This is an optimization exercise on Yosys and OpenROAD, whose aim is small area, a short achievable clock period and few clock cycles per item, not a production implementation.
Where RTL was checked, it was by simulation tests only, not by an equivalence proof against the original.

== rev 12 ==
// sbox_subbytes_pipe
module sbox_subbytes_pipe
#(
   parameter int N_BYTES = 16
) (
   input  logic                 clk,
   input  logic                 rst_n,
   input  logic                 in_valid,
   output logic                 in_ready,
   input  logic [8*N_BYTES-1:0] in_data,
   input  logic                 in_inv,
   output logic                 out_valid,
   input  logic                 out_ready,
   output logic [8*N_BYTES-1:0] out_data,
   output logic                 out_inv,
   output logic                 busy
);
For scale: about 270 I/O pins, roughly 38000 sq um of cells after synthesis.
==> flow/config.mk <==
export PLATFORM = sky130hd
export DESIGN_NAME = sbox_subbytes_pipe
export DESIGN_NICKNAME = sbox_subbytes_pipe
export VERILOG_FILES = /design/flow/design.v
export SDC_FILE = /design/flow/constraint.sdc
export NUM_CORES = 4
export LEC_CHECK = 0
export ABC_AREA = 1
export CAP_MARGIN = 20
export CELL_PAD_IN_SITES_DETAIL_PLACEMENT = 0
export CELL_PAD_IN_SITES_GLOBAL_PLACEMENT = 1
export CORE_MARGIN = 2
export CORE_UTILIZATION = 60
export CTS_CLUSTER_DIAMETER = 100
export CTS_CLUSTER_SIZE = 30
export PLACE_DENSITY = 0.7
export SETUP_SLACK_MARGIN = 2.25
export SLEW_MARGIN = 20
==> flow/constraint.sdc <==
create_clock -name core_clock -period 5.0 [get_ports {clk}]
set_input_delay 1.0000 -clock core_clock [delete_from_list [all_inputs] [get_ports {clk}]]
set_output_delay 1.0000 -clock core_clock [all_outputs]
set_load 0.01 [all_outputs]
standard.sh (not shown) runs the stock make flow with config.mk's settings and CLKGATE_MAP_FILE= SYNTH_SCRIPT=/design/flow/synth_recipe.tcl, a recipe that flattens the netlist after the stock synthesis.
==> flow/flow/run.sh <==
#!/bin/bash
# Own flow: the standard layout (standard.sh) with two changes:
#  - synthesis maps the logic with flow/abc.script in place of ORFS's abc_area.script
#    (registers, flattening and renaming are the standard synthesis's);
#  - the port buffers that the standard flow inserts are sky130_fd_sc_hd__buf_2 cells
#    instead of the tool's default pick.
# Each step's full output goes to its own log file in this folder.
set -euo pipefail
cd "$(dirname "$0")/.."
rm -rf myscripts
cp -r "$FLOW_HOME/scripts" myscripts
cp flow/abc.script myscripts/abc_area.script
bash standard.sh SCRIPTS_DIR="$PWD/myscripts" synth > synth.log 2>&1
bash standard.sh BUFFER_PORTS_ARGS="-buffer_cell sky130_fd_sc_hd__buf_2" finish > layout.log 2>&1
==> flow/flow/abc.script <==
strash
&get -n
&dch -f
&nf -R 1000
&put
topo
stime -c
--- input diff rev 12..rev 13 ---
Settings: SETUP_SLACK_MARGIN: 2.25 -> 2.35.
Looking at first-pass GRT wire length across both flows, rev 13 is the stronger of the two, with rev 12 trailing. Rev 13 finished every step from synthesis to the final layout, and the layout passed the timing, design-rule and antenna checks. From rev 13 to rev 12, cell count along the critical path did not move at all. Delta (rev 13 minus rev 12): wire length on met1 went up, fraction of met1 tracks used by global routing went up, wire length went down, total iterations of the first detailed-routing run went up, flip-flop and latch count after synthesis did not really move. On headroom to the max-slew limit: rev 13 sits above rev 12. Going from rev 12 to rev 13, cell area shrank slightly.
No functional check of the RTL was part of any run of this note.

---

JK:
sbox_subbytes_pipe, a different RTL version from the one above (not shown whole).
For scale: about 3,600 cells after synthesis, ~450 flip-flops, ~270 I/O pins, about 36,000 um2 of cells after synthesis.
==> flow/config.mk <==
export PLATFORM = sky130hd
export DESIGN_NAME = sbox_subbytes_pipe
export DESIGN_NICKNAME = sbox_subbytes_pipe
export VERILOG_FILES = /design/flow/design.v
export SDC_FILE = /design/flow/constraint.sdc
export NUM_CORES = 4
export LEC_CHECK = 0
export ABC_AREA = 1
export CAP_MARGIN = 20
export CELL_PAD_IN_SITES_DETAIL_PLACEMENT = 0
export CELL_PAD_IN_SITES_GLOBAL_PLACEMENT = 1
export CORE_MARGIN = 2
export CORE_UTILIZATION = 60
export CTS_CLUSTER_DIAMETER = 100
export CTS_CLUSTER_SIZE = 30
export PLACE_DENSITY = 0.7
export SETUP_SLACK_MARGIN = 2.15
export SLEW_MARGIN = 20
==> flow/constraint.sdc <==
create_clock -name core_clock -period 5.0 [get_ports {clk}]
set_input_delay 1.0000 -clock core_clock [delete_from_list [all_inputs] [get_ports {clk}]]
set_output_delay 1.0000 -clock core_clock [all_outputs]
set_load 0.01 [all_outputs]
Scripts as last shown in full above: flow/flow/run.sh, flow/flow/abc.script
The flow did not stop early for JK: all stages ran, and the layout cleared the timing, design-rule and antenna checks.
Testbench counts of JK, summed over its fixed seeds: cycles 8,024, items 8,000.
## Diff of input files: MS against JK
Settings: SETUP_SLACK_MARGIN now 2.0, was 2.15; PLACE_DENSITY now 0.62, was 0.7; CORE_UTILIZATION now 50, was 60.
==> flow/flow/abc.script <==
strash
dch
map -D 3000
topo
stime -c
buffer -c
upsize -c
dnsize -c
Results
- When the final numbers for JK and MS were put side by side, the routed wire length turned out to be smaller in JK.
- MS against JK; area after synthesis is up by a few percent.
- MS vs JK, combined buffer and inverter count along the critical path went up by 2.
- Diff JK and MS: final core area utilization higher in JK
- Run comparison: MS standard cell with the maximum stage delay on the critical path buf_16; JK standard cell with the maximum stage delay on the critical path edfxtp_1
- MS — global routing usage on met2 10 points lower, JK as reference
- MS vs JK: largest incremental delay on the critical path down
- MS: least setup slack across all paths after layout 90 ps below JK
## Diff of input files: AL against MS
Settings: CORE_UTILIZATION now 60, was 50; SETUP_SLACK_MARGIN now 2.05, was 2.0; PLACE_DENSITY now 0.7, was 0.62.
==> flow/flow/abc.script <==
strash
&get -n
&dch
&nf -R 1000
&dch
&nf -R 1000
&put
topo
stime -c
Findings:
- Share of post-route cells with drive strength above 1 (lower): AL
- AL vs MS: fraction of area in registers up in AL
- Fraction of the mapped netlist area in compound gates (AL over MS): increase, 1.1 points
- Changes observed in AL relative to MS: post-route met1 wirelength has decreased; initial core utilization has increased; sequential-to-total area share from yosys stat has increased; final estimated routing congestion in global placement has increased; count of mapped cells out of synthesis has decreased.
- On average wire per cell in the routed design, the lower figure sits with MS, not AL.
- Relative to MS, wire length has decreased by about 2.5% in AL.

-- separate check: timing with driven ports --
How much do the figures lean on ideal ports? The routed layouts below were timed once more, with nothing changed but the port constraints. Step 1 (the two cells are an assumption about what drives the block):
set clk [get_ports {clk}]
set_driving_cell -lib_cell sky130_fd_sc_hd__clkbuf_16 $clk
set_driving_cell -lib_cell sky130_fd_sc_hd__buf_2 [delete_from_list [all_inputs] $clk]
Step 2, shift: input delay + t, output delay - t, t = (earliest + latest rising clock arrival at the registers) / 2. This alone moves slack from input paths to output paths. a / b / c = ideal ports / drivers / drivers and shift; a / b = the first two.
| run | shift t [ns] | setup slack, ns | worst hold slack (ns) | worst setup path at the end | worst register clock-pin slew, ns |
|---|---|---|---|---|---|
| rev 12 | 0.663 | 2.022 / 1.957 / 2.182 | 0.479 / 0.479 / 0.479 | input to register | 0.11 / 0.11 |
| rev 13 | 0.646 | 2.103 / 2.039 / 2.281 | 0.480 / 0.480 / 0.480 | input to register | 0.12 / 0.12 |
| JK | 0.627 | 2.151 / 2.084 / 1.729 | 0.440 / 0.440 / 0.440 | input to register | 0.11 / 0.11 |
| MS | 0.636 | 2.061 / 1.997 / 1.869 | 0.422 / 0.422 / 0.422 | input to register | 0.12 / 0.12 |
| AL | 0.635 | 2.102 / 2.034 / 1.813 | 0.440 / 0.440 / 0.440 | input to register | 0.11 / 0.11 |
After both steps every run listed still meets setup and hold. The setup slack of JK, which loses most, moves by -0.067 ns with the drivers and by -0.422 ns with both steps.
